What follows belongs to an exercise in optimizing a design on an open flow for small area, a short achievable clock period and few clock cycles; a production flow would make more cautious choices. Function was not checked in any run shown here: the RTL went through the layout flow alone. Power figures rest on the tool's default switching activity, not on a simulated workload.

$ cat run.sh
#!/bin/bash
# synth_recipe.tcl (not shown) runs the flow's synth.tcl, then flattens the netlist and writes it again
# the make line also repeats each setting of config.mk as NAME=value (left out here)
make -C /OpenROAD-flow-scripts/flow DESIGN_CONFIG=/design/flow/config.mk WORK_HOME=/design/flow/orfs CLKGATE_MAP_FILE= SYNTH_SCRIPT=/design/flow/synth_recipe.tcl finish
$ cat constraint.sdc
create_clock -name core_clock -period 12.5 [get_ports {clock}]
set_input_delay 2.5000 -clock core_clock [delete_from_list [all_inputs] [get_ports {clock}]]
set_output_delay 2.5000 -clock core_clock [all_outputs]
set_load 0.01 [all_outputs]
$ cat design.v
`timescale 1ns/1ns
module equity_regs
(
	input  logic                        clock,
	input  logic                        rst_n,
	input  logic                        awvalid,
	output logic                        awready,
	input  logic [5-1:0]          awaddr,
	input  logic                        wvalid,
	output logic                        wready,
	input  logic [32-1:0]          wdata,
	output logic                        bvalid,
	input  logic                        bready,
	output logic [1:0]                  bresp,
	input  logic                        arvalid,
	output logic                        arready,
	input  logic [5-1:0]          araddr,
	output logic                        rvalid,
	input  logic                        rready,
	output logic [32-1:0]          rdata,
	output logic [1:0]                  rresp,
	input  logic                        fin,        
	input  logic                        fin_bad,    
	input  logic [10-1:0]           win_count,
	input  logic [10-1:0]           nl_count,   
	output logic                        go,         
	output logic                        err,        
	output logic [32-1:0]          hole_word,
	output logic [32-1:0]          flop_word
);
	localparam logic [1:0] RESP_OKAY   = 2'b00;
	localparam logic [1:0] RESP_SLVERR = 2'b10;
	localparam logic [2:0] IDX_CTRL   = 3'(5'h00 >> 2);
	localparam logic [2:0] IDX_STATUS = 3'(5'h04 >> 2);
	localparam logic [2:0] IDX_HOLE   = 3'(5'h08 >> 2);
	localparam logic [2:0] IDX_FLOP   = 3'(5'h0C >> 2);
	localparam logic [2:0] IDX_WIN    = 3'(5'h10 >> 2);
	localparam logic [2:0] IDX_TIE    = 3'(5'h14 >> 2);
	localparam logic [2:0] IDX_LOSS   = 3'(5'h18 >> 2);
	localparam logic [2:0] IDX_BOARDS = 3'(5'h1C >> 2);
	logic [32-1:0] hole_q;
	logic [32-1:0] flop_q;
	logic               busy;
	logic               done_flag;
	logic               err_flag;
	logic               wr_hs;  
	logic               wr_ok;
	logic               rd_hs;
	logic               rd_ok;
	logic [2:0]         wr_idx;
	logic [2:0]         rd_idx;
	logic [32-1:0] rd_word;
	logic [10-1:0]  tie_count;
	logic [10-1:0]  loss_count;
	logic [10-1:0]  board_count;
	assign awready = !bvalid;  
	assign wready  = !bvalid;
	assign arready = !rvalid;  
	assign wr_hs   = awvalid && wvalid && !bvalid;
	assign rd_hs   = arvalid && !rvalid;
	assign wr_idx = awaddr[5-1:2];
	assign rd_idx = araddr[5-1:2];
	assign rd_ok  = araddr[1:0] == 2'b00;  
	assign wr_ok = awaddr[1:0] == 2'b00 && !busy
		&& (wr_idx == IDX_CTRL || wr_idx == IDX_HOLE || wr_idx == IDX_FLOP);
	assign go    = wr_hs && wr_ok && wr_idx == IDX_CTRL && wdata[0];
	assign hole_word = hole_q;
	assign flop_word = flop_q;
	assign err       = err_flag;
	always_ff @(posedge clock)
	begin
		if (!rst_n)
		begin
			bvalid    <= 1'b0;
			rvalid    <= 1'b0;
			busy      <= 1'b0;
			done_flag <= 1'b0;
			err_flag  <= 1'b0;
		end
		else
		begin
			if (wr_hs)
				bvalid <= 1'b1;
			else if (bready)
				bvalid <= 1'b0;
			if (rd_hs)
				rvalid <= 1'b1;
			else if (rready)
				rvalid <= 1'b0;
			if (go)
			begin
				busy      <= 1'b1;
				done_flag <= 1'b0;
				err_flag  <= 1'b0;
			end
			else if (fin)
			begin
				busy      <= 1'b0;
				done_flag <= 1'b1;
				err_flag  <= fin_bad;
			end
		end
	end
	always_ff @(posedge clock)
	begin
		if (wr_hs)
			bresp <= wr_ok ? RESP_OKAY : RESP_SLVERR;
		if (wr_hs && wr_ok && wr_idx == IDX_HOLE)
			hole_q <= wdata;
		if (wr_hs && wr_ok && wr_idx == IDX_FLOP)
			flop_q <= wdata;
		if (rd_hs)
		begin
			rdata <= rd_word;
			rresp <= rd_ok ? RESP_OKAY : RESP_SLVERR;
		end
	end
	assign tie_count   = nl_count - win_count;
	assign loss_count  = err_flag ? '0 : 10'(990) - nl_count;
	assign board_count = err_flag ? '0 : 10'(990);
	always_comb
	begin
		rd_word = '0;
		if (rd_ok)
			case (rd_idx)
				IDX_STATUS: rd_word = 32'({err_flag, done_flag, busy});
				IDX_HOLE:   rd_word = hole_q;
				IDX_FLOP:   rd_word = flop_q;
				IDX_WIN:    rd_word = 32'(win_count);
				IDX_TIE:    rd_word = 32'(tie_count);
				IDX_LOSS:   rd_word = 32'(loss_count);
				IDX_BOARDS: rd_word = 32'(board_count);
				default:    rd_word = '0;
			endcase
	end
endmodule
`timescale 1ns/1ns
module board_enumerator
(
	input  logic                  clock,
	input  logic                  rst_n,
	input  logic                  go,
	input  logic [32-1:0]    hole_word,
	input  logic [32-1:0]    flop_word,
	output logic [4*13-1:0] base0,     
	output logic [4*13-1:0] base1,
	output logic [1:0]            cand,      
	output logic [1:0]            k4,        
	output logic [1:0]            k5,        
	output logic [7:0]            fmax,      
	output logic                  same,      
	output logic                  run,       
	output logic                  first,     
	output logic                  fin,       
	output logic                  fin_bad,   
	output logic [3:0]            a,
	output logic [3:0]            b,
	output logic [13-1:0]   a_hot,
	output logic [13-1:0]   b_hot,
	output logic [4:0]            live_a,    
	output logic [4:0]            live_b
);
	localparam logic [3:0] TOP = 4'(13 - 1);
	logic [5:0]          card [7];  
	logic [13-1:0] oh [7];    
	logic [3:0]          sh [7];    
	logic                cfg_bad_n;
	logic                cfg_bad;   
	logic                dup_seen;  
	logic [3:0]          spec;      
	logic                valid_b;
	logic [3:0]          ge3_n [2];
	logic [3:0]          ge4_n [2];
	logic [3:0]          eq5_n [2];
	logic [3:0]          ge3 [2];   
	logic [3:0]          fm_n [3];  
	logic [4*13-1:0] base_n [2];
	logic [3:0]          occ_a;     
	logic [3:0]          occ_b;
	logic                dup_a;
	for (genvar i = 0; i < 4; i++)
	begin : g_hole
		assign card[i] = hole_word[8*i +: 6];
	end
	for (genvar i = 0; i < 3; i++)
	begin : g_flop
		assign card[4+i] = flop_word[8*i +: 6];
	end
	always_comb
	begin
		cfg_bad_n = 1'b0;
		for (int i = 0; i < 7; i++)
		begin
			if (card[i][3:0] > TOP)
				cfg_bad_n = 1'b1;
			for (int r = 0; r < 13; r++)
				oh[i][r] = card[i][3:0] == 4'(r);
			for (int s = 0; s < 4; s++)
				sh[i][s] = card[i][5:4] == 2'(s);
		end
	end
	function automatic logic [2:0] ones4(input logic [3:0] v);
		ones4 = 3'(v[0]) + 3'(v[1]) + 3'(v[2]) + 3'(v[3]);
	endfunction
	for (genvar p = 0; p < 2; p++)
	begin : g_player
		logic       f1, f2, f3, h1, h2;
		always_comb
		begin
			for (int r = 0; r < 13; r++)
			begin
				f1 = oh[4][r] || oh[5][r] || oh[6][r];
				f2 = (oh[4][r] && oh[5][r]) || (oh[4][r] && oh[6][r]) || (oh[5][r] && oh[6][r]);
				f3 = oh[4][r] && oh[5][r] && oh[6][r];
				h1 = oh[2*p][r] || oh[2*p+1][r];
				h2 = oh[2*p][r] && oh[2*p+1][r];
				base_n[p][4*r]   = f1 || h1;
				base_n[p][4*r+1] = f2 || (f1 && h1) || h2;
				base_n[p][4*r+2] = f3 || (f2 && h1) || (f1 && h2);
				base_n[p][4*r+3] = (f3 && h1) || (f2 && h2);
			end
			for (int s = 0; s < 4; s++)
			begin
				f1 = sh[4][s] || sh[5][s] || sh[6][s];
				f2 = (sh[4][s] && sh[5][s]) || (sh[4][s] && sh[6][s]) || (sh[5][s] && sh[6][s]);
				f3 = sh[4][s] && sh[5][s] && sh[6][s];
				h1 = sh[2*p][s] || sh[2*p+1][s];
				h2 = sh[2*p][s] && sh[2*p+1][s];
				ge3_n[p][s] = f3 || (f2 && h1) || (f1 && h2);
				ge4_n[p][s] = (f3 && h1) || (f2 && h2);
				eq5_n[p][s] = f3 && h2;
			end
		end
	end
	function automatic logic [3:0] max4(input logic [3:0] x, input logic [3:0] y);
		max4 = x > y ? x : y;
	endfunction
	always_comb
	begin
		logic [3:0] r [7];
		for (int i = 0; i < 7; i++)
			r[i] = |(sh[i] & ge3_n[0]) ? card[i][3:0] : 4'd0;
		fm_n[0] = max4(max4(r[4], r[5]), r[6]);
		fm_n[1] = max4(r[0], r[1]);
		fm_n[2] = max4(r[2], r[3]);
	end
	always_ff @(posedge clock)
	begin
		cfg_bad <= cfg_bad_n;
		base0   <= base_n[0];
		base1   <= base_n[1];
		ge3[0]  <= ge3_n[0];
		ge3[1]  <= ge3_n[1];
		k4      <= {|ge4_n[1], |ge4_n[0]};
		k5      <= {|eq5_n[1], |eq5_n[0]};
		fmax    <= {max4(fm_n[0], fm_n[2]), max4(fm_n[0], fm_n[1])};
	end
	assign cand    = {|ge3[1], |ge3[0]};
	assign same    = |(ge3[0] & ge3[1]);
	assign valid_b = cand[1] && !same;
	assign spec    = ge3[0] | ge3[1];
	always_comb
	begin
		logic [3:0] seen;
		occ_a = '0;
		occ_b = '0;
		seen  = '0;
		dup_a = 1'b0;
		for (int i = 0; i < 7; i++)
		begin
			for (int s = 0; s < 4; s++)
			begin
				dup_a    = dup_a || (seen[s] && card[i][3:0] == a && sh[i][s]);
				seen[s]  = seen[s] || (card[i][3:0] == a && sh[i][s]);
			end
			occ_a = occ_a | ({4{card[i][3:0] == a}} & sh[i]);
			occ_b = occ_b | ({4{card[i][3:0] == b}} & sh[i]);
		end
	end
	assign live_a = {ones4(~occ_a & ~spec), valid_b && |(ge3[1] & ~occ_a), |(ge3[0] & ~occ_a)};
	assign live_b = {ones4(~occ_b & ~spec), valid_b && |(ge3[1] & ~occ_b), |(ge3[0] & ~occ_b)};
	assign first   = run && a_hot[0] && b_hot[0];
	assign fin     = run && a_hot[13-1];
	assign fin_bad = cfg_bad || dup_seen || dup_a;
	always_ff @(posedge clock)
	begin
		if (!rst_n)
		begin
			run      <= 1'b0;
			dup_seen <= 1'b0;
		end
		else if (go)
		begin
			run      <= 1'b1;
			dup_seen <= 1'b0;
		end
		else if (run)
		begin
			dup_seen <= dup_seen || dup_a;
			if (fin)
				run <= 1'b0;
		end
	end
	always_ff @(posedge clock)
	begin
		if (!run || fin)
		begin
			a     <= 4'd0;
			b     <= 4'd0;
			a_hot <= 13'(1);
			b_hot <= 13'(1);
		end
		else if (b_hot[13-1])
		begin
			a     <= a + 4'd1;
			b     <= a + 4'd1;
			a_hot <= a_hot << 1;
			b_hot <= a_hot << 1;
		end
		else
		begin
			b     <= b + 4'd1;
			b_hot <= b_hot << 1;
		end
	end
endmodule
`timescale 1ns/1ns
module hand_ranker
(
	input  logic [4*13-1:0] base,      
	input  logic [13-1:0]   one,       
	input  logic [13-1:0]   two,       
	output logic [6:0]            strength
);
	localparam logic [2:0] CAT_HIGH       = 3'd0;
	localparam logic [2:0] CAT_PAIR       = 3'd1;
	localparam logic [2:0] CAT_TWO_PAIR   = 3'd2;
	localparam logic [2:0] CAT_TRIPS      = 3'd3;
	localparam logic [2:0] CAT_STRAIGHT   = 3'd4;
	localparam logic [2:0] CAT_FULL_HOUSE = 3'd6;
	localparam logic [2:0] CAT_QUADS      = 3'd7;
	logic [13-1:0] present;
	logic [13-1:0] pair;     
	logic [13-1:0] trip;     
	logic [13-1:0] quad;
	logic [13-1:0] str_top;  
	logic                has_trip;
	logic                has_trip2;
	logic                has_pair;
	logic                has_pair2;
	logic [3:0]          top_quad;
	logic [3:0]          top_trip;
	logic [3:0]          top_pair;
	logic [3:0]          top_str;
	logic [3:0]          top_high;
	always_comb
	begin
		for (int r = 0; r < 13; r++)
		begin
			logic b1, b2, b3, b4;
			logic t2, t3, t4;
			b1 = base[4*r];
			b2 = base[4*r+1];
			b3 = base[4*r+2];
			b4 = base[4*r+3];
			present[r] = b1 || one[r];
			t2 = b2 || (b1 && one[r]) || two[r];
			t3 = b3 || (b2 && one[r]) || (b1 && two[r]);
			t4 = b4 || (b3 && one[r]) || (b2 && two[r]);
			pair[r] = t2 && !t3;
			trip[r] = t3 && !t4;
			quad[r] = t4;
		end
	end
	always_comb
	begin
		str_top = '0;
		str_top[3] = present[13-1] && &present[3:0];
		for (int t = 4; t < 13; t++)
			str_top[t] = &present[t -: 5];
	end
	function automatic logic [1:0] any_two(input logic [15:0] m);
		logic [7:0] any1, two1;
		logic [3:0] any2, two2;
		logic [1:0] any3, two3;
		for (int i = 0; i < 8; i++)
		begin
			any1[i] = m[2*i] || m[2*i+1];
			two1[i] = m[2*i] && m[2*i+1];
		end
		for (int i = 0; i < 4; i++)
		begin
			any2[i] = any1[2*i] || any1[2*i+1];
			two2[i] = two1[2*i] || two1[2*i+1] || (any1[2*i] && any1[2*i+1]);
		end
		for (int i = 0; i < 2; i++)
		begin
			any3[i] = any2[2*i] || any2[2*i+1];
			two3[i] = two2[2*i] || two2[2*i+1] || (any2[2*i] && any2[2*i+1]);
		end
		any_two = {two3[0] || two3[1] || (any3[0] && any3[1]), any3[0] || any3[1]};
	endfunction
	function automatic logic [3:0] top16(input logic [15:0] m);
		logic [1:0] t4 [4];
		logic [3:0] any4;
		for (int i = 0; i < 4; i++)
		begin
			any4[i] = |m[4*i +: 4];
			t4[i]   = m[4*i+3] ? 2'd3 : m[4*i+2] ? 2'd2 : m[4*i+1] ? 2'd1 : 2'd0;
		end
		top16 = any4[3] ? {2'd3, t4[3]} : any4[2] ? {2'd2, t4[2]} : any4[1] ? {2'd1, t4[1]} : {2'd0, t4[0]};
	endfunction
	assign {has_trip2, has_trip} = any_two(16'(trip));
	assign {has_pair2, has_pair} = any_two(16'(pair));
	assign top_quad = top16(16'(quad));
	assign top_trip = top16(16'(trip));
	assign top_pair = top16(16'(pair));
	assign top_str  = top16(16'(str_top));
	assign top_high = top16(16'(present));
	always_comb
	begin
		if (|quad)
			strength = {CAT_QUADS, top_quad};
		else if (has_trip && (has_pair || has_trip2))
			strength = {CAT_FULL_HOUSE, top_trip};
		else if (|str_top)
			strength = {CAT_STRAIGHT, top_str};
		else if (has_trip)
			strength = {CAT_TRIPS, top_trip};
		else if (has_pair2)
			strength = {CAT_TWO_PAIR, top_pair};
		else if (has_pair)
			strength = {CAT_PAIR, top_pair};
		else
			strength = {CAT_HIGH, top_high};
	end
endmodule
`timescale 1ns/1ns
module outcome_tally
(
	input  logic              clock,
	input  logic              rst_n,
	input  logic              run,
	input  logic              first,      
	input  logic              fin,
	input  logic              err,        
	input  logic [3:0]        a,
	input  logic [3:0]        b,
	input  logic [4:0]        live_a,     
	input  logic [4:0]        live_b,
	input  logic [13:0]       strength,   
	input  logic [1:0]        cand,
	input  logic [1:0]        k4,
	input  logic [1:0]        k5,
	input  logic [7:0]        fmax,
	input  logic              same,
	output logic [10-1:0] win_count,
	output logic [10-1:0] nl_count    
);
	localparam int T_N = 0;
	localparam int T_A = 1;
	localparam int T_B = 2;
	localparam int C_NN = 0;
	localparam int C_NA = 1;
	localparam int C_NB = 2;
	localparam int C_AN = 3;
	localparam int C_AA = 4;
	localparam int C_AB = 5;
	localparam int C_BN = 6;
	localparam int C_BA = 7;
	localparam int C_BB = 8;
	logic        v1;
	logic        last1;
	logic [13:0] nf1;
	logic [4:0]  w_nn1;
	logic [1:0]  w_na1, w_nb1, w_an1, w_bn1;
	logic [3:0]  w_x1;    
	logic [5:0]  fcmp1;   
	logic        v2;
	logic        last2;
	logic [4:0]  win_inc;
	logic [4:0]  nl_inc;
	logic [4:0]  w_nn;
	logic [1:0]  w_na, w_nb, w_an, w_bn;
	logic [3:0]  w_x;
	logic [5:0]  fcmp;
	logic [4:0]  w_n;
	logic [4:0]  nl_n;
	logic        first1, first2;
	always_ff @(posedge clock)
	begin
		if (!rst_n)
		begin
			v1    <= 1'b0;
			last1 <= 1'b0;
			v2    <= 1'b0;
			last2 <= 1'b0;
		end
		else
		begin
			v1    <= run;
			last1 <= fin;
			v2    <= v1;
			last2 <= last1;
		end
		first1 <= first;
		first2 <= first1;
	end
	always_comb
	begin
		logic [2:0] na, nb;
		logic       aa, ab, ba, bb;  
		logic [3:0] m0, m1;
		na = live_a[4:2];
		nb = live_b[4:2];
		aa = live_a[0];
		ba = live_a[1];
		ab = live_b[0];
		bb = live_b[1];
		if (a != b)
		begin
			w_nn = 5'(na * nb);
			w_na = 2'(na & {3{ab}});
			w_nb = 2'(na & {3{bb}});
			w_an = 2'(nb & {3{aa}});
			w_bn = 2'(nb & {3{ba}});
			w_x  = {ba && bb, ba && ab, aa && bb, aa && ab};
		end
		else
		begin
			w_nn = 5'((na * (na - 3'd1)) >> 1);
			w_na = '0;
			w_nb = '0;
			w_an = 2'(na & {3{aa}});
			w_bn = 2'(na & {3{ba}});
			w_x  = {1'b0, 1'b0, aa && ba, 1'b0};
		end
		m0 = fmax[3:0];
		m1 = fmax[7:4];
		fcmp[1:0] = {m0 > m1, m0 == m1};
		fcmp[3:2] = {m0 > m1 && m0 > a, m0 == m1 || (a >= m0 && a >= m1)};
		fcmp[5:4] = {m0 > m1 && m0 > b, m0 == m1 || (b >= m0 && b >= m1)};
	end
	always_ff @(posedge clock)
	begin
		nf1     <= strength;
		w_nn1   <= w_nn;
		w_na1   <= w_na;
		w_nb1   <= w_nb;
		w_an1   <= w_an;
		w_bn1   <= w_bn;
		w_x1    <= w_x;
		fcmp1   <= fcmp;
		win_inc <= w_n;
		nl_inc  <= nl_n;
	end
	logic [8:0] win_c;
	logic [8:0] nl_c;
	always_comb
	begin
		logic [6:0] s0, s1;
		logic       lo0, lo1, gt, eq;
		logic       in0a, in0b, in1a, in1b;
		logic [1:0] c0, c1;
		logic       f0, f1, fl0, fl1;
		logic       win, tie;
		s0  = nf1[6:0];
		s1  = nf1[13:7];
		lo0 = !(s0[6] && s0[5]);  
		lo1 = !(s1[6] && s1[5]);
		gt  = s0 > s1;
		eq  = s0 == s1;
		for (int ta = 0; ta < 3; ta++)
			for (int tb = 0; tb < 3; tb++)
			begin
				in0a = ta == T_A;
				in0b = tb == T_A;
				in1a = (ta == T_A && same) || ta == T_B;
				in1b = (tb == T_A && same) || tb == T_B;
				c0 = 2'(in0a) + 2'(in0b);
				c1 = 2'(in1a) + 2'(in1b);
				f0 = cand[0] && (k5[0] || (k4[0] && c0 != 2'd0) || c0 == 2'd2);
				f1 = cand[1] && (k5[1] || (k4[1] && c1 != 2'd0) || c1 == 2'd2);
				fl0 = f0 && lo0;
				fl1 = f1 && lo1;
				if (fl0 && fl1)
				begin
					if (in0b)
						{win, tie} = fcmp1[5:4];
					else if (in0a)
						{win, tie} = fcmp1[3:2];
					else
						{win, tie} = fcmp1[1:0];
				end
				else if (fl0)
				begin
					win = lo1;
					tie = 1'b0;
				end
				else if (fl1)
				begin
					win = !lo0;
					tie = 1'b0;
				end
				else
				begin
					win = gt;
					tie = eq;
				end
				win_c[ta*3+tb] = win;
				nl_c[ta*3+tb]  = win || tie;
			end
	end
	function automatic logic [4:0] boards(input logic [8:0] hit,
		input logic [4:0] nn, input logic [1:0] na, input logic [1:0] nb,
		input logic [1:0] an, input logic [1:0] bn, input logic [3:0] x);
		logic [3:0] s2;
		logic [2:0] s1;
		s2 = (hit[C_NA] ? 4'(na) : 4'd0) + (hit[C_NB] ? 4'(nb) : 4'd0)
			+ (hit[C_AN] ? 4'(an) : 4'd0) + (hit[C_BN] ? 4'(bn) : 4'd0);
		s1 = 3'(hit[C_AA] && x[0]) + 3'(hit[C_AB] && x[1]) + 3'(hit[C_BA] && x[2]) + 3'(hit[C_BB] && x[3]);
		boards = (hit[C_NN] ? nn : 5'd0) + 5'(s2) + 5'(s1);
	endfunction
	assign w_n  = boards(win_c, w_nn1, w_na1, w_nb1, w_an1, w_bn1, w_x1);
	assign nl_n = boards(nl_c, w_nn1, w_na1, w_nb1, w_an1, w_bn1, w_x1);
	always_ff @(posedge clock)
	begin
		if (v2)
		begin
			if (last2 && err)
			begin
				win_count <= '0;
				nl_count  <= '0;
			end
			else if (first2)
			begin
				win_count <= 10'(win_inc);
				nl_count  <= 10'(nl_inc);
			end
			else
			begin
				win_count <= win_count + 10'(win_inc);
				nl_count  <= nl_count + 10'(nl_inc);
			end
		end
	end
endmodule
`timescale 1ns/1ns
module equity_top
(
	input  logic               clock,
	input  logic               rst_n,
	input  logic               awvalid,
	output logic               awready,
	input  logic [5-1:0] awaddr,
	input  logic               wvalid,
	output logic               wready,
	input  logic [32-1:0] wdata,
	output logic               bvalid,
	input  logic               bready,
	output logic [1:0]         bresp,
	input  logic               arvalid,
	output logic               arready,
	input  logic [5-1:0] araddr,
	output logic               rvalid,
	input  logic               rready,
	output logic [32-1:0] rdata,
	output logic [1:0]         rresp
);
	logic                  go;
	logic                  err;
	logic                  fin;
	logic                  fin_bad;
	logic                  first;
	logic [32-1:0]    hole_word;
	logic [32-1:0]    flop_word;
	logic [4*13-1:0] base0;
	logic [4*13-1:0] base1;
	logic [1:0]            cand;
	logic [1:0]            k4;
	logic [1:0]            k5;
	logic [7:0]            fmax;
	logic                  same;
	logic                  run;
	logic [3:0]            a;
	logic [3:0]            b;
	logic [13-1:0]   a_hot;
	logic [13-1:0]   b_hot;
	logic [13-1:0]   one;
	logic [13-1:0]   two;
	logic [4:0]            live_a;
	logic [4:0]            live_b;
	logic [13:0]           strength;
	logic [10-1:0]     win_count;
	logic [10-1:0]     nl_count;
	equity_regs i_regs (.*);  
	board_enumerator i_enum (.*);
	assign one = a_hot | b_hot;
	assign two = a_hot & b_hot;
	hand_ranker i_rank0
	(
		.base     (base0),
		.one      (one),
		.two      (two),
		.strength (strength[6:0])
	);
	hand_ranker i_rank1
	(
		.base     (base1),
		.one      (one),
		.two      (two),
		.strength (strength[13:7])
	);
	outcome_tally i_tally (.*);
endmodule
$ cat config.mk
export PLATFORM = sky130hd
export DESIGN_NAME = equity_top
export DESIGN_NICKNAME = equity_top
export VERILOG_FILES = /design/flow/design.v
export SDC_FILE = /design/flow/constraint.sdc
export NUM_CORES = 4
export LEC_CHECK = 0
export CAP_MARGIN = 20
export CORE_MARGIN = 2
export CORE_UTILIZATION = 30
export SLEW_MARGIN = 20
==> impl_metrics.ini, run 1 <==
[clocking]
cts_tree = done
cts_setup_buffers = 0
insertion_delay_ns = 0.57
cts_sinks = 337
clock_path_buffers = 3
cts_buffers = 38
htree_levels = 2
hold_buffers = 0
root_buffer = clkbuf_16
post_cts_resized = 0
clkTransAtPathRegs_ns = 0.06

[detailed_routing]
wl_met3_um = 4740
wl_met1_um = 35400
vias_per_cell = 5.59
wl_per_cell_um = 20.5
met2_length_um = 36200
routed_wl_um = 79600
firstDrtPassIters = 6
drt_iter0_markers = 2308
vias = 21700
highest_layer = met5
drc = 0
drtAntennaViolNets = 0

[floorplan]
rows = 103
floorplan.initialDensity_pct = 30.2
dieArea_um2 = 81500
io_pins = 90
die_h_um = 286
core_um2 = 78700
die_w_um = 286

[timing]
fin_crit_sh_pct = 53.7
finalCriticalPeriod_ns = 6.72
max_freq_ghz = 0.149
fin_setup_tns_ns = 0
finalClockSkew_ns = 0.0304
rsz0062_at_grt = no
setup_slack_ns = 5.78
worst_pin_slew_ns = 1.13
hold_viol = 0
final-setup-viol-count = 0
relSlewSlack_pct = 23.7
finalMaxSlewViolations = 0
whs_ns = 0.348

[yosys]
yosysWarnings = 19
synth-edff-count = 118
synth_area_per_cell_um2 = 8.47
ys_ff_latch = 337
netlist_area_um2 = 23800
netlist_instances = 2808
synth-seq-area-share_pct = 33.3
synthFlopType = dfxtp_1
async_flop_share_pct = 0
ys_types = 90

[setup_path]
crit_arrival_ns = 7.20
crit_path_max_fanout = 24
cp-end-kind = flip-flop
required_ns = 12.99
start_kind = flip-flop
critical_path_class = flip-flop to flip-flop

[power_and_ir_drop]
power_switching_mw = 0.543
p_leak_nw = 10.3
ir_drop_uv = 103
p_per_area_nw_per_um2 = 91.3
combPwrFrac_pct = 3.8
seqPwrFrac_pct = 46.9
pwr-share-clk_pct = 49.3
finalPower_mw = 2.45
switching_share_pct = 22.1
power.internal_mw = 1.91

[layout]
fill_cells = 8135
area_growth_pct = 13.0
fin_area_um2 = 26900
drive_gt1_share_pct = 5.46
nets = 2988
antenna_cells = 0

[global_routing]
grt_max_degree = 64
grt_pass1_vias = 20400
antenna_found_initial = 3
overflow = 0
grt_first_pass_wirelength_um = 121000
track_usage_pct = 19.0

[placed_design]
place_hpwl_um = 60900
pre_cts_slack_ns = 5.94
place_area_um2 = 25500
routabilityCongestion = 0.999
port_buffers = 87

[outcome]
status = timing/DRC/antenna clean

[worst_hold_path]
hp-class = flip-flop to flip-flop

[flow_run]
drv_cap = 0
[worst max-delay path: stages, from the launching register on]
cell,delay (ns)
edfxtp_1,0.92
nand2_1,0.34
maj3_1,0.41
a221oi_1,0.31
or4_1,0.32
nand2_1,0.11
ha_1,0.32
nor2b_1,0.13
o21ai_0,0.22
and3_1,0.22
o221a_4,0.23
mux2i_1,0.28
ha_1,0.29
nor2b_1,0.13
o21ai_0,0.13
nand2b_1,0.07
a21oi_1,0.14
a41o_1,0.24
a21boi_0,0.19
o21bai_1,0.21
inv_1,0.12
ha_1,0.32
nor2b_1,0.13
o21ai_0,0.15
nand2b_1,0.08
a21oi_1,0.15
a41o_1,0.25
mux2i_1,0.21
[registers in the layout, summed over array words and instances (netlist names), 5 cells and up]
signal,cells
i_enum.fmax,8
i_regs.rdata,32
i_enum.a_hot,13
i_enum.ge3,8
i_regs.flop_q,32
i_tally.fcmp1,6
i_tally.nf1,14
i_tally.nl_inc,5
i_tally.win_count,10
i_enum.b_hot,13
i_tally.win_inc,5
i_enum.base0,52
i_regs.hole_q,32
i_tally.w_nn1,5
i_tally.nl_count,10
i_enum.base1,52
[cell type report]
| class | count | area, µm² | share of cell area (%) |
|---|---|---|---|
| clock inverters | 24 | 309 | 1.15 |
| clock buffers | 46 | 1030 | 3.84 |
| repair buffers | 106 | 1030 | 3.82 |
| well taps | 1050 | 1310 | 4.89 |
| multi-input cells | 2185 | 14700 | 54.8 |
| flip-flops and latches | 337 | 7930 | 29.5 |
| inverters | 139 | 522 | 1.94 |
[power groups by stage]
stage / registers, mW / logic (mW) / clock network (mW)
floorplan: 1.18 / 0.0431 / 0
global placement: 1.17 / 0.0924 / 0
detailed placement: 1.18 / 0.0924 / 0
CTS: 1.15 / 0.0930 / 1.23
global route: 1.15 / 0.102 / 1.28
finish: 1.15 / 0.0943 / 1.21
[worst paths after layout]
check / from / to / slack, ns / depth (start not counted)
min: i_tally.first1$_DFF_P_ / i_tally.first2$_DFF_P_ / 0.35 / 0
max reg2reg: i_regs.hole_q[12]$_DFFE_PP_ / i_enum.fmax[2]$_DFF_P_ / 5.78 / 27
min reg2reg: i_tally.first1$_DFF_P_ / i_tally.first2$_DFF_P_ / 0.35 / 0
max: i_regs.hole_q[12]$_DFFE_PP_ / i_enum.fmax[2]$_DFF_P_ / 5.78 / 27
[cell usage in the layout, fill, tap and decap left out, drive strengths merged, types with 15 or more instances in the layout]
cell type and count:
and2 49, xor2 73, o22ai 55, nand2b 86, inv 144, xnor2 55
o221ai 33, a211oi 31, nand2 266, clkdlybuf4s50 86, nor2 227, dfxtp 219
a311oi 15, nand3 45, nor4 28, or3 22, a21o 71, a22oi 39
a31oi 24, o21ai 131, buf 20, nand4 40, and3 21, nor2b 73
edfxtp 118, fa 28, a311o 27, maj3 17, nor3 60, ha 104
mux2i 38, a21oi 190, nand3b 27, a221oi 23, clkbuf 46, or2 26
o211ai 42
[per-stage QoR]
step	cells	util, %
finish	3887	34.1
CTS	3886	34.1
floorplan	2810	-
global route	3887	34.1
global placement	3815	32.4
detailed placement	3816	32.4
[Yosys cell counts (12+ instances only)]
master    instances  area, µm²
a21boi_0         12       90.1
a22oi_1          39        293
inv_1           139        522
a21o_1           71        533
nand3b_1         27        203
o21ai_0         125        626
nor4_1           22        138
or3_1            22        138
or2_2            26        163
nor2_1          227        852
nor2b_1          73        457
nand2_1         266        998
a211oi_1         31        233
mux2i_1          38        380
and3_1           21        131
buf_2            27        135
nand2b_1         86        538
xor2_1           73        639
a21oi_1         189        946
nand4_1          40        250
o211ai_1         42        315
nor3b_1          14        105
edfxtp_1        118       3540
a31oi_1          24        150
fa_1             28        561
o221ai_1         33        289
a311oi_1         14        123
a221oi_1         23        201
a221o_1          12        120
and2_1           47        294
xnor2_1          55        482
maj3_1           17        170
clkbuf_1        104        390
nand3_1          45        225
nor3_1           60        300
o22ai_1          55        344
ha_1            104       1300
a311o_1          27        270
dfxtp_1         219       4380
[per-layer routing]
layer | track usage, % | up-vias
met5 | 0 | -
met4 | 7.97 | 2
met3 | 3.00 | 187
met2 | 30.9 | 811
met1 | 25.1 | 10400
li1 | - | 10300
[kinds of logic (layout without fill, tap and decap cells)]
group | count (synthesis) | after routing | synth area share [%]
other | 1 | 3 | 0.0158
xor gates and xnor gates | 128 | 128 | 4.71
AOI/OAI and AO/OA | 833 | 833 | 24.1
adders and majority gates | 149 | 149 | 8.54
muxes | 52 | 52 | 2.51
buffers and inverters | 288 | 315 | 4.89
and+or+nand+nor | 1020 | 1020 | 21.9
DFF | 337 | 337 | 33.3
==> run 2: changes to the inputs <==
==> flow/run.sh (new file) <==
#!/bin/bash
# Standard layout, with timing repair aimed well below the clock period
cp standard.sh standard_sh_copy.log
export SETUP_SLACK_MARGIN=8.5
bash standard.sh > standard.log 2>&1
==> standard.sh (new file) <==
#!/bin/bash
# synth_recipe.tcl (not shown) runs the flow's synth.tcl, then flattens the netlist and writes it again
# the make line also repeats each setting of config.mk as NAME=value (left out here)
make -C /OpenROAD-flow-scripts/flow DESIGN_CONFIG=/design/flow/config.mk WORK_HOME=/design/flow/orfs CLKGATE_MAP_FILE= SYNTH_SCRIPT=/design/flow/synth_recipe.tcl "${@:-finish}"
removed: run.sh
==> impl_metrics.ini, run 2 <==
[yosys]
synth_top_family_by_area = compound AO/OA/AOI/OAI gates
synth-seq-area-share_pct = 33.3
async_flop_share_pct = 0
synthFlopType = dfxtp_1
synth-edff-count = 118
synth_compound_area_share_pct = 24.1
ys_types = 90
synth-simple-area-share_pct = 21.9
netlist_area_um2 = 23800
ys_ff_latch = 337
synth_area_per_cell_um2 = 8.47
yosys-mux-area-fraction_pct = 2.51
synth_area_leaders = dfxtp_1 (18%), edfxtp_1 (15%), ha_1 (5.5%), nand2_1 (4.2%), a21oi_1 (4.0%)
synth_top_area_cell = dfxtp_1
yosysWarnings = 19
netlist_top_cells_count = nand2_1 (266), nor2_1 (227), dfxtp_1 (219), a21oi_1 (189), inv_1 (139)
netlist_instances = 2808
synthXorXnorAreaFrac_pct = 4.71
synth_top_area_share_pct = 18.4
yosys.cell_count.top_type = nand2_1
synth_adder_area_share_pct = 8.54

[setup_path]
startpoint = i_tally.nf1[8]$_DFF_P_
rrSetupSlack_ns = 7.06
start_kind = flip-flop
crit_arrival_ns = 5.92
endpoint = i_tally.nl_inc[4]$_DFF_P_
cp-end-kind = flip-flop
reg2reg_depth = 21
timing.rr.start = i_tally.nf1[8]$_DFF_P_
crit_path_max_fanout = 5
required_ns = 12.99
regToRegEndpoint = i_tally.nl_inc[4]$_DFF_P_
critical_path_class = flip-flop to flip-flop

[layout]
layout.cells.most_common = nand2_1
utilization_pct = 36.4
drive_gt1_share_pct = 13.9
fin_area_um2 = 28700
area_growth_pct = 20.5
fill_cells = 8055
nets = 3110
largest_registers = i_enum.base0 (52), i_enum.base1 (52)
most-common-layout-cells = nand2_1 (257), nor2_1 (220), dfxtp_1 (206), a21oi_1 (181), inv_1 (126)

[clocking]
clock_path_buffers = 3
cts_buffers = 39
insertion_delay_ns = 0.58
cts_tree = done
root_buffer = clkbuf_16
clkTransAtPathRegs_ns = 0.06
htree_levels = 2
hold_buffers = 0
cts_sinks = 337

[timing]
fin_crit_sh_pct = 43.5
finalClockSkew_ns = 0.0240
final-setup-viol-count = 0
fin_setup_tns_ns = 0
max_freq_ghz = 0.184
setup_slack_ns = 7.06
rsz0062_at_grt = yes
hold_viol = 0
finalCriticalPeriod_ns = 5.44
worst_pin_slew_ns = 1.09
relSlewSlack_pct = 26.4
finalMaxSlewViolations = 0

[detailed_routing]
drt_iter0_markers = 2222
drc = 0
firstDrtPassIters = 6
vias = 22200
routed_wl_um = 83600
vias_per_cell = 5.54
drtAntennaViolNets = 0
wl_per_cell_um = 20.8

[placed_design]
place_area_um2 = 25800
port_buffers = 87
place_hpwl_um = 61300
routabilityCongestion = 0.990
pre_cts_slack_ns = 6.45

[worst_hold_path]
hp-class = flip-flop to flip-flop

[power_and_ir_drop]
finalPower_mw = 2.46
p_leak_nw = 11.1
ir_drop_uv = 87.2
p_per_area_nw_per_um2 = 85.9

[outcome]
status = timing/DRC/antenna clean

[global_routing]
grt_pass1_vias = 21000
grt_first_pass_wirelength_um = 126000
antenna_found_initial = 3
grt_max_degree = 64
track_usage_pct = 19.9
overflow = 0

[floorplan]
die_w_um = 286
io_pins = 90
rows = 103
floorplan.initialDensity_pct = 30.2
dieArea_um2 = 81500
die_h_um = 286
core_um2 = 78700

[flow_run]
drv_cap = 0
## run 2: cell count changes in the layout (fill, tap and decap cells not counted), moves of 9 or more
cell	before	now
buf_6	0	9
inv_2	0	9
xor2_1	73	63
inv_1	139	126
ha_4	0	11
clkdlybuf4s50_1	86	72
dfxtp_1	218	206
xor2_2	0	9
buf_4	17	120
ha_1	104	91
nand2_1	266	257
## run 2: layout make-up
| type | instances | area [µm²] | area share [%] |
|---|---|---|---|
| multi-input cells | 2187 | 15500 | 54.0 |
| flip-flops and latches | 337 | 7950 | 27.7 |
| repair buffers | 225 | 2020 | 7.06 |
| well taps | 1050 | 1310 | 4.58 |
| clock buffers | 51 | 1110 | 3.88 |
| inverters | 139 | 536 | 1.87 |
| clock inverters | 21 | 230 | 0.803 |
| diodes | 2 | 5.00 | 0.0175 |
## run 2: layer usage
layer / share of wire [%] / vias up / GRT usage [%]
met1: 44 / 10600 / 26.1
met4: 4.5 / 0 / 8.82
li1: - / 10600 / -
met3: 6.3 / 195 / 2.92
met5: 0 / - / 0
met2: 46 / 807 / 32.3
## run 2: through the flow
step           std cells  hold WS, ns
2_1_floorplan       2810        0.310
4_1_cts             3987        0.404
6_report            4012        0.420
3_5_place_dp        3814        0.387
5_1_grt             4010        0.419
3_3_place_gp        3814        0.398
## run 2: logic make-up (layout without fill, tap and decap cells)
group                      after synthesis  after routing
xor gates and xnor gates               128            128
other                                    1              5
and+or+nand+nor                       1020           1022
buffers and inverters                  288            436
muxes                                   52             52
AOI/OAI and AO/OA                      833            833
DFF                                    337            337
adders and majority gates              149            149
## run 2: how the worst min path moves through the flow
stage,start,endpoint,cells past startpoint
finish,i_tally.first1$_DFF_P_,i_tally.first2$_DFF_P_,0
global route,i_tally.first1$_DFF_P_,i_tally.first2$_DFF_P_,0
CTS,i_tally.first1$_DFF_P_,i_tally.first2$_DFF_P_,0
detailed placement,i_tally.first1$_DFF_P_,i_tally.first2$_DFF_P_,0
global placement,i_tally.first1$_DFF_P_,i_tally.first2$_DFF_P_,0
floorplan,i_tally.first1$_DFF_P_,i_tally.first2$_DFF_P_,0
## run 2: critical path: stages (launching register included)
cell and delay, ns:
dfxtp_1 0.30, inv_1 0.03, ha_1 0.27, nor2b_1 0.13, o21a_1 0.16, o21a_1 0.16, o21a_1 0.16, o21a_1 0.20
o21ai_4 0.20, a21boi_4 0.11, o311a_4 0.37, o31a_1 0.31, fa_1 0.51, fa_1 0.46, ha_4 0.18, fa_1 0.51
fa_1 0.45, ha_1 0.29, a21o_1 0.16, a21oi_2 0.13, xnor2_1 0.14, xnor2_1 0.13
## run 2: where the power goes
part	switching (mW)	leakage (nW)	internal (mW)	total (mW)
registers	0.00619	2.88	1.14	1.15
clock network	0.497	0.656	0.714	1.21
logic	0.0527	7.54	0.0497	0.102
## run 2: timing repair
item / CTS / global route
pin swaps: 55 / 37
gates cloned: 2 / 0
endpoints found under the setup margin: 123 / 115
gates resized for setup: 89 / 48
setup buffers: 99 / 22
==> run 3: changes to the inputs <==
--- a/design.v
+++ b/design.v
@@ -149,16 +149,16 @@
 	output logic [1:0]            k5,        
 	output logic [7:0]            fmax,      
 	output logic                  same,      
-	output logic                  run,       
+	output logic [1:0]            run,       
 	output logic                  first,     
 	output logic                  fin,       
 	output logic                  fin_bad,   
-	output logic [3:0]            a,
-	output logic [3:0]            b,
-	output logic [13-1:0]   a_hot,
-	output logic [13-1:0]   b_hot,
-	output logic [4:0]            live_a,    
-	output logic [4:0]            live_b
+	output logic [7:0]            a,         
+	output logic [7:0]            b,
+	output logic [2*13-1:0] a_hot,
+	output logic [2*13-1:0] b_hot,
+	output logic [9:0]            live_a,    
+	output logic [9:0]            live_b
 );
 	localparam logic [3:0] TOP = 4'(13 - 1);
 	logic [5:0]          card [7];  
@@ -175,9 +175,6 @@
 	logic [3:0]          ge3 [2];   
 	logic [3:0]          fm_n [3];  
 	logic [4*13-1:0] base_n [2];
-	logic [3:0]          occ_a;     
-	logic [3:0]          occ_b;
-	logic                dup_a;
 	for (genvar i = 0; i < 4; i++)
 	begin : g_hole
 		assign card[i] = hole_word[8*i +: 6];
@@ -259,69 +256,85 @@
 	assign same    = |(ge3[0] & ge3[1]);
 	assign valid_b = cand[1] && !same;
 	assign spec    = ge3[0] | ge3[1];
-	always_comb
-	begin
+	function automatic logic [4:0] occ_of(input logic [3:0] x, input logic [41:0] cs, input logic [27:0] ss);
 		logic [3:0] seen;
-		occ_a = '0;
-		occ_b = '0;
-		seen  = '0;
-		dup_a = 1'b0;
+		logic       dup;
+		seen = '0;
+		dup  = 1'b0;
 		for (int i = 0; i < 7; i++)
 		begin
-			for (int s = 0; s < 4; s++)
-			begin
-				dup_a    = dup_a || (seen[s] && card[i][3:0] == a && sh[i][s]);
-				seen[s]  = seen[s] || (card[i][3:0] == a && sh[i][s]);
-			end
-			occ_a = occ_a | ({4{card[i][3:0] == a}} & sh[i]);
-			occ_b = occ_b | ({4{card[i][3:0] == b}} & sh[i]);
+			dup  = dup || (|(seen & ss[4*i +: 4]) && cs[6*i +: 4] == x);
+			seen = seen | ({4{cs[6*i +: 4] == x}} & ss[4*i +: 4]);
 		end
-	end
-	assign live_a = {ones4(~occ_a & ~spec), valid_b && |(ge3[1] & ~occ_a), |(ge3[0] & ~occ_a)};
-	assign live_b = {ones4(~occ_b & ~spec), valid_b && |(ge3[1] & ~occ_b), |(ge3[0] & ~occ_b)};
-	assign first   = run && a_hot[0] && b_hot[0];
-	assign fin     = run && a_hot[13-1];
-	assign fin_bad = cfg_bad || dup_seen || dup_a;
-	always_ff @(posedge clock)
-	begin
-		if (!rst_n)
+		occ_of = {dup, seen};
+	endfunction
+	logic [41:0] cs;
+	logic [27:0] ss;
+	logic [1:0]  dup_a;
+	always_comb
+		for (int i = 0; i < 7; i++)
 		begin
-			run      <= 1'b0;
-			dup_seen <= 1'b0;
+			cs[6*i +: 6] = card[i];
+			ss[4*i +: 4] = sh[i];
 		end
-		else if (go)
-		begin
-			run      <= 1'b1;
-			dup_seen <= 1'b0;
+	function automatic logic [4:0] live_of(input logic [3:0] occ, input logic [3:0] sp,
+		input logic [3:0] sa, input logic [3:0] sb, input logic vb);
+		live_of = {ones4(~occ & ~sp), vb && |(sb & ~occ), |(sa & ~occ)};
+	endfunction
+	for (genvar l = 0; l < 2; l++)
+	begin : g_lane
+		localparam logic [3:0] A0   = l == 0 ? 4'd0 : 4'd4;   
+		localparam logic [3:0] AEND = l == 0 ? 4'd3 : TOP;    
+		logic [4:0] oa;
+		logic [4:0] ob;
+		logic       lane_fin;
+		assign oa = occ_of(a[4*l +: 4], cs, ss);
+		assign ob = occ_of(b[4*l +: 4], cs, ss);
+		assign dup_a[l] = oa[4];
+		assign live_a[5*l +: 5] = live_of(oa[3:0], spec, ge3[0], ge3[1], valid_b);
+		assign live_b[5*l +: 5] = live_of(ob[3:0], spec, ge3[0], ge3[1], valid_b);
+		assign lane_fin = run[l] && a_hot[13*l + AEND] && b_hot[13*l + 13 - 1];
+		always_ff @(posedge clock)
+		begin
+			if (!rst_n)
+				run[l] <= 1'b0;
+			else if (go)
+				run[l] <= 1'b1;
+			else if (lane_fin)
+				run[l] <= 1'b0;
 		end
-		else if (run)
+		always_ff @(posedge clock)
 		begin
-			dup_seen <= dup_seen || dup_a;
-			if (fin)
-				run <= 1'b0;
+			if (!run[l] || lane_fin)
+			begin
+				a[4*l +: 4]                   <= A0;
+				b[4*l +: 4]                   <= A0;
+				a_hot[13*l +: 13] <= 13'(1) << A0;
+				b_hot[13*l +: 13] <= 13'(1) << A0;
+			end
+			else if (b_hot[13*l + 13 - 1])
+			begin
+				a[4*l +: 4]                   <= a[4*l +: 4] + 4'd1;
+				b[4*l +: 4]                   <= a[4*l +: 4] + 4'd1;
+				a_hot[13*l +: 13] <= a_hot[13*l +: 13] << 1;
+				b_hot[13*l +: 13] <= a_hot[13*l +: 13] << 1;
+			end
+			else
+			begin
+				b[4*l +: 4]                   <= b[4*l +: 4] + 4'd1;
+				b_hot[13*l +: 13] <= b_hot[13*l +: 13] << 1;
+			end
 		end
 	end
+	assign first   = run[0] && a_hot[0] && b_hot[0];
+	assign fin     = run[0] && a_hot[3] && b_hot[13-1];
+	assign fin_bad = cfg_bad || dup_seen || dup_a[0];
 	always_ff @(posedge clock)
 	begin
-		if (!run || fin)
-		begin
-			a     <= 4'd0;
-			b     <= 4'd0;
-			a_hot <= 13'(1);
-			b_hot <= 13'(1);
-		end
-		else if (b_hot[13-1])
-		begin
-			a     <= a + 4'd1;
-			b     <= a + 4'd1;
-			a_hot <= a_hot << 1;
-			b_hot <= a_hot << 1;
-		end
+		if (!rst_n || go)
+			dup_seen <= 1'b0;
 		else
-		begin
-			b     <= b + 4'd1;
-			b_hot <= b_hot << 1;
-		end
+			dup_seen <= dup_seen || (run[0] && dup_a[0]) || (run[1] && dup_a[1]);
 	end
 endmodule
 `timescale 1ns/1ns
@@ -436,14 +449,11 @@
 	end
 endmodule
 `timescale 1ns/1ns
-module outcome_tally
+module pair_tally
 (
 	input  logic              clock,
 	input  logic              rst_n,
 	input  logic              run,
-	input  logic              first,      
-	input  logic              fin,
-	input  logic              err,        
 	input  logic [3:0]        a,
 	input  logic [3:0]        b,
 	input  logic [4:0]        live_a,     
@@ -454,8 +464,9 @@
 	input  logic [1:0]        k5,
 	input  logic [7:0]        fmax,
 	input  logic              same,
-	output logic [10-1:0] win_count,
-	output logic [10-1:0] nl_count    
+	output logic              v2,
+	output logic [4:0]        win_inc,
+	output logic [4:0]        nl_inc      
 );
 	localparam int T_N = 0;
 	localparam int T_A = 1;
@@ -470,41 +481,29 @@
 	localparam int C_BA = 7;
 	localparam int C_BB = 8;
 	logic        v1;
-	logic        last1;
 	logic [13:0] nf1;
 	logic [4:0]  w_nn1;
 	logic [1:0]  w_na1, w_nb1, w_an1, w_bn1;
 	logic [3:0]  w_x1;    
 	logic [5:0]  fcmp1;   
-	logic        v2;
-	logic        last2;
-	logic [4:0]  win_inc;
-	logic [4:0]  nl_inc;
 	logic [4:0]  w_nn;
 	logic [1:0]  w_na, w_nb, w_an, w_bn;
 	logic [3:0]  w_x;
 	logic [5:0]  fcmp;
 	logic [4:0]  w_n;
 	logic [4:0]  nl_n;
-	logic        first1, first2;
 	always_ff @(posedge clock)
 	begin
 		if (!rst_n)
 		begin
-			v1    <= 1'b0;
-			last1 <= 1'b0;
-			v2    <= 1'b0;
-			last2 <= 1'b0;
+			v1 <= 1'b0;
+			v2 <= 1'b0;
 		end
 		else
 		begin
-			v1    <= run;
-			last1 <= fin;
-			v2    <= v1;
-			last2 <= last1;
+			v1 <= run;
+			v2 <= v1;
 		end
-		first1 <= first;
-		first2 <= first1;
 	end
 	always_comb
 	begin
@@ -623,9 +622,77 @@
 	endfunction
 	assign w_n  = boards(win_c, w_nn1, w_na1, w_nb1, w_an1, w_bn1, w_x1);
 	assign nl_n = boards(nl_c, w_nn1, w_na1, w_nb1, w_an1, w_bn1, w_x1);
+endmodule
+module outcome_tally
+(
+	input  logic                          clock,
+	input  logic                          rst_n,
+	input  logic [2-1:0]           run,
+	input  logic                          first,      
+	input  logic                          fin,
+	input  logic                          err,        
+	input  logic [4*2-1:0]         a,
+	input  logic [4*2-1:0]         b,
+	input  logic [5*2-1:0]         live_a,     
+	input  logic [5*2-1:0]         live_b,
+	input  logic [14*2-1:0]        strength,   
+	input  logic [1:0]                    cand,
+	input  logic [1:0]                    k4,
+	input  logic [1:0]                    k5,
+	input  logic [7:0]                    fmax,
+	input  logic                          same,
+	output logic [10-1:0]             win_count,
+	output logic [10-1:0]             nl_count    
+);
+	logic [2-1:0] v2;
+	logic [4:0]          win_inc [2];
+	logic [4:0]          nl_inc [2];
+	logic [5:0]          win_sum;
+	logic [5:0]          nl_sum;
+	logic                first1, first2;
+	logic                last1, last2;
+	for (genvar l = 0; l < 2; l++)
+	begin : g_lane
+		pair_tally i_lane
+		(
+			.clock    (clock),
+			.rst_n    (rst_n),
+			.run      (run[l]),
+			.a        (a[4*l +: 4]),
+			.b        (b[4*l +: 4]),
+			.live_a   (live_a[5*l +: 5]),
+			.live_b   (live_b[5*l +: 5]),
+			.strength (strength[14*l +: 14]),
+			.cand     (cand),
+			.k4       (k4),
+			.k5       (k5),
+			.fmax     (fmax),
+			.same     (same),
+			.v2       (v2[l]),
+			.win_inc  (win_inc[l]),
+			.nl_inc   (nl_inc[l])
+		);
+	end
+	always_ff @(posedge clock)
+	begin
+		if (!rst_n)
+		begin
+			last1 <= 1'b0;
+			last2 <= 1'b0;
+		end
+		else
+		begin
+			last1 <= fin;
+			last2 <= last1;
+		end
+		first1 <= first;
+		first2 <= first1;
+	end
+	assign win_sum = (v2[0] ? 6'(win_inc[0]) : 6'd0) + (v2[1] ? 6'(win_inc[1]) : 6'd0);
+	assign nl_sum  = (v2[0] ? 6'(nl_inc[0]) : 6'd0) + (v2[1] ? 6'(nl_inc[1]) : 6'd0);
 	always_ff @(posedge clock)
 	begin
-		if (v2)
+		if (v2[0])
 		begin
 			if (last2 && err)
 			begin
@@ -634,13 +701,13 @@
 			end
 			else if (first2)
 			begin
-				win_count <= 10'(win_inc);
-				nl_count  <= 10'(nl_inc);
+				win_count <= 10'(win_sum);
+				nl_count  <= 10'(nl_sum);
 			end
 			else
 			begin
-				win_count <= win_count + 10'(win_inc);
-				nl_count  <= nl_count + 10'(nl_inc);
+				win_count <= win_count + 10'(win_sum);
+				nl_count  <= nl_count + 10'(nl_sum);
 			end
 		end
 	end
@@ -667,49 +734,52 @@
 	output logic [32-1:0] rdata,
 	output logic [1:0]         rresp
 );
-	logic                  go;
-	logic                  err;
-	logic                  fin;
-	logic                  fin_bad;
-	logic                  first;
-	logic [32-1:0]    hole_word;
-	logic [32-1:0]    flop_word;
-	logic [4*13-1:0] base0;
-	logic [4*13-1:0] base1;
-	logic [1:0]            cand;
-	logic [1:0]            k4;
-	logic [1:0]            k5;
-	logic [7:0]            fmax;
-	logic                  same;
-	logic                  run;
-	logic [3:0]            a;
-	logic [3:0]            b;
-	logic [13-1:0]   a_hot;
-	logic [13-1:0]   b_hot;
-	logic [13-1:0]   one;
-	logic [13-1:0]   two;
-	logic [4:0]            live_a;
-	logic [4:0]            live_b;
-	logic [13:0]           strength;
-	logic [10-1:0]     win_count;
-	logic [10-1:0]     nl_count;
+	logic                          go;
+	logic                          err;
+	logic                          fin;
+	logic                          fin_bad;
+	logic                          first;
+	logic [32-1:0]            hole_word;
+	logic [32-1:0]            flop_word;
+	logic [4*13-1:0]         base0;
+	logic [4*13-1:0]         base1;
+	logic [1:0]                    cand;
+	logic [1:0]                    k4;
+	logic [1:0]                    k5;
+	logic [7:0]                    fmax;
+	logic                          same;
+	logic [2-1:0]           run;
+	logic [4*2-1:0]         a;
+	logic [4*2-1:0]         b;
+	logic [13*2-1:0]  a_hot;
+	logic [13*2-1:0]  b_hot;
+	logic [5*2-1:0]         live_a;
+	logic [5*2-1:0]         live_b;
+	logic [14*2-1:0]        strength;
+	logic [10-1:0]             win_count;
+	logic [10-1:0]             nl_count;
 	equity_regs i_regs (.*);  
 	board_enumerator i_enum (.*);
-	assign one = a_hot | b_hot;
-	assign two = a_hot & b_hot;
-	hand_ranker i_rank0
-	(
-		.base     (base0),
-		.one      (one),
-		.two      (two),
-		.strength (strength[6:0])
-	);
-	hand_ranker i_rank1
-	(
-		.base     (base1),
-		.one      (one),
-		.two      (two),
-		.strength (strength[13:7])
-	);
+	for (genvar l = 0; l < 2; l++)
+	begin : g_lane
+		logic [13-1:0] one;
+		logic [13-1:0] two;
+		assign one = a_hot[13*l +: 13] | b_hot[13*l +: 13];
+		assign two = a_hot[13*l +: 13] & b_hot[13*l +: 13];
+		hand_ranker i_rank0
+		(
+			.base     (base0),
+			.one      (one),
+			.two      (two),
+			.strength (strength[14*l +: 7])
+		);
+		hand_ranker i_rank1
+		(
+			.base     (base1),
+			.one      (one),
+			.two      (two),
+			.strength (strength[14*l+7 +: 7])
+		);
+	end
 	outcome_tally i_tally (.*);
 endmodule
==> impl_metrics.ini, run 3 <==
[detailed_routing]
vias_per_cell = 5.70
firstDrtPassIters = 6
drt_iter0_markers = 4030
drtAntennaViolNets = 0
drc = 0
routed_wl_um = 132000
vias = 33600
wl_per_cell_um = 22.4

[layout]
fin_area_um2 = 40800
most-common-layout-cells = nand2_1 (477), a21oi_1 (302), nor2_1 (289), dfxtp_1 (255), buf_4 (211)
drive_gt1_share_pct = 16.6
fin_cells = 5894
nets = 4626
layout.cells.most_common = nand2_1
area_growth_pct = 21.0
largest_registers = i_enum.base0 (52), i_enum.base1 (52)

[floorplan]
io_pins = 90
die_w_um = 339
rows = 122
core_um2 = 111000
die_h_um = 339
floorplan.initialDensity_pct = 30.4
dieArea_um2 = 115000

[global_routing]
grt_max_degree = 54
met3_usage_pct = 3.76
use_met1_pct = 30.2
grt.busiest_layer = met2
met2_usage_pct = 34.4
grt_pass1_vias = 31000
track_usage_pct = 22.0
overflow = 0
grt_first_pass_wirelength_um = 196000
antenna_found_initial = 1

[yosys]
yosys.cell_count.top_type = nand2_1
netlist_instances = 4232
synth_top_area_cell = dfxtp_1
synth_area_per_cell_um2 = 7.96
netlist_area_um2 = 33700
ys_types = 105
synth_top_area_share_pct = 17.3
ys_ff_latch = 410
synth_area_leaders = dfxtp_1 (17%), edfxtp_1 (11%), ha_1 (6.1%), nand2_1 (5.5%), a21oi_1 (4.8%)
synth-seq-area-share_pct = 27.9
synth-edff-count = 118
yosysWarnings = 22
async_flop_share_pct = 0
synthFlopType = dfxtp_1
netlist_top_cells_count = nand2_1 (496), a21oi_1 (322), nor2_1 (303), dfxtp_1 (292), clkbuf_1 (199)

[timing]
finalCriticalPeriod_ns = 5.46
final-setup-viol-count = 0
fin_setup_tns_ns = 0
whs_ns = 0.329
finalClockSkew_ns = 0.0289
finalMaxSlewViolations = 0
hold_viol = 0
relSlewSlack_pct = 14.4
fin_crit_sh_pct = 43.7
rsz0062_at_grt = yes
worst_pin_slew_ns = 1.25
max_freq_ghz = 0.183

[placed_design]
port_buffers = 87
place_hpwl_um = 97000
routabilityCongestion = 0.983
dp.cells = 5560
place_area_um2 = 35900

[clocking]
insertion_delay_ns = 0.64
htree_levels = 2
cts_buffers = 51
hold_buffers = 0
root_buffer = clkbuf_16
cts_sinks = 410
clkTransAtPathRegs_ns = 0.06
cts_tree = done
clock_path_buffers = 3

[setup_path]
cp_num_buf_inv = 4
crit_slowest_cell = edfxtp_1
cpLargestDelayFamily = compound AO/OA/AOI/OAI gates
cp-end-kind = flip-flop
max_stage_delay_ns = 0.42
path_depth = 29
crit_path_max_fanout = 7
crit_arrival_ns = 5.98
reg2reg_depth = 29
start_kind = flip-flop
critical_path_class = flip-flop to flip-flop
required_ns = 13.01

[worst_hold_path]
hold_depth = 0
hp-class = flip-flop to flip-flop

[outcome]
status = timing/DRC/antenna clean

[power_and_ir_drop]
p_leak_nw = 16.0
p_per_area_nw_per_um2 = 75.1
ir_drop_uv = 107

[flow_run]
drv_cap = 0
run 3: worst paths after layout:
check | to | slack [ns] | startpoint
worst max-delay path | i_enum.fmax[4]$_DFF_P_ | 7.04 | i_regs.hole_q[5]$_DFFE_PP_
worst min-delay path | i_tally.first2$_DFF_P_ | 0.33 | i_tally.first1$_DFF_P_
worst max register to register | i_enum.fmax[4]$_DFF_P_ | 7.04 | i_regs.hole_q[5]$_DFFE_PP_
worst min register to register | i_tally.first2$_DFF_P_ | 0.33 | i_tally.first1$_DFF_P_
run 3: repair_timing:
action,4_1_cts,5_1_grt
endpoints found under the setup margin,183,134
setup buffers,198,39
gates cloned,1,0
resized for setup,246,122
hold endpoints to repair,0,0
pin swaps,109,86
run 3: per-stage QoR:
stage	util, %	worst slack [ns]	power (mW)
3_3_place_gp	32.3	6.14	1.53
6_report	36.8	7.04	3.06
4_1_cts	36.1	7.03	3.09
3_5_place_dp	32.4	6.13	1.53
2_1_floorplan	-	7.45	1.47
5_1_grt	36.8	6.81	3.15
run 3: cells by family after synthesis:
kind of cell | synth area share, %
and+or+nand+nor | 23.2
AOI/OAI and AO/OA | 25.4
buffers and inverters | 5.42
DFF | 27.9
adders and majority gates | 10.0
xor gates and xnor gates | 6.21
muxes | 1.90
other | 0.0111
run 3: final cells by class:
cell class / count / area (µm²)
fillers: 11300 / 70200
multi-input cells: 3374 / 23900
flip-flops and latches: 410 / 9460
repair buffers: 357 / 3130
well taps: 1488 / 1860
clock buffers: 65 / 1470
inverters: 169 / 646
clock inverters: 29 / 283
diodes: 2 / 5.00
run 3: power by group:
| group | switching (mW) | internal [mW] |
|---|---|---|
| logic | 0.0670 | 0.0542 |
| registers | 0.00978 | 1.38 |
| clock network | 0.668 | 0.886 |
run 3: routing by layer:
layer  part of all wire [%]  wire length (µm)  vias up
met5                      0                 0        -
met3                    8.5             11200      292
met4                    4.2              5520        0
met2                     44             57500     1604
met1                     44             57700    16100
li1                       -                 -    15600

-- static timing again, ports no longer ideal --
In the flow no input, the clock included, has a driving cell. The finished layouts below were timed again as built, in two steps.
Step 1 assumes that a clkbuf_16 drives the clock port and a buf_2 every other input.
Step 2, shift: input delay + t, output delay - t, t = (earliest + latest rising clock arrival at the registers) / 2. This alone moves slack from input paths to output paths.
Three values: no drivers, after step 1, after step 2; two values: the first two.
run | t, ns | setup slack, ns | pins driven straight from the clock port
run 1 | 0.619 | 5.783 / 5.783 / 5.783 | 1
run 2 | 0.627 | 7.062 / 7.062 / 7.062 | 1
run 3 | 0.699 | 7.038 / 7.038 / 7.038 | 1
After both steps setup and hold are still met in every run listed.
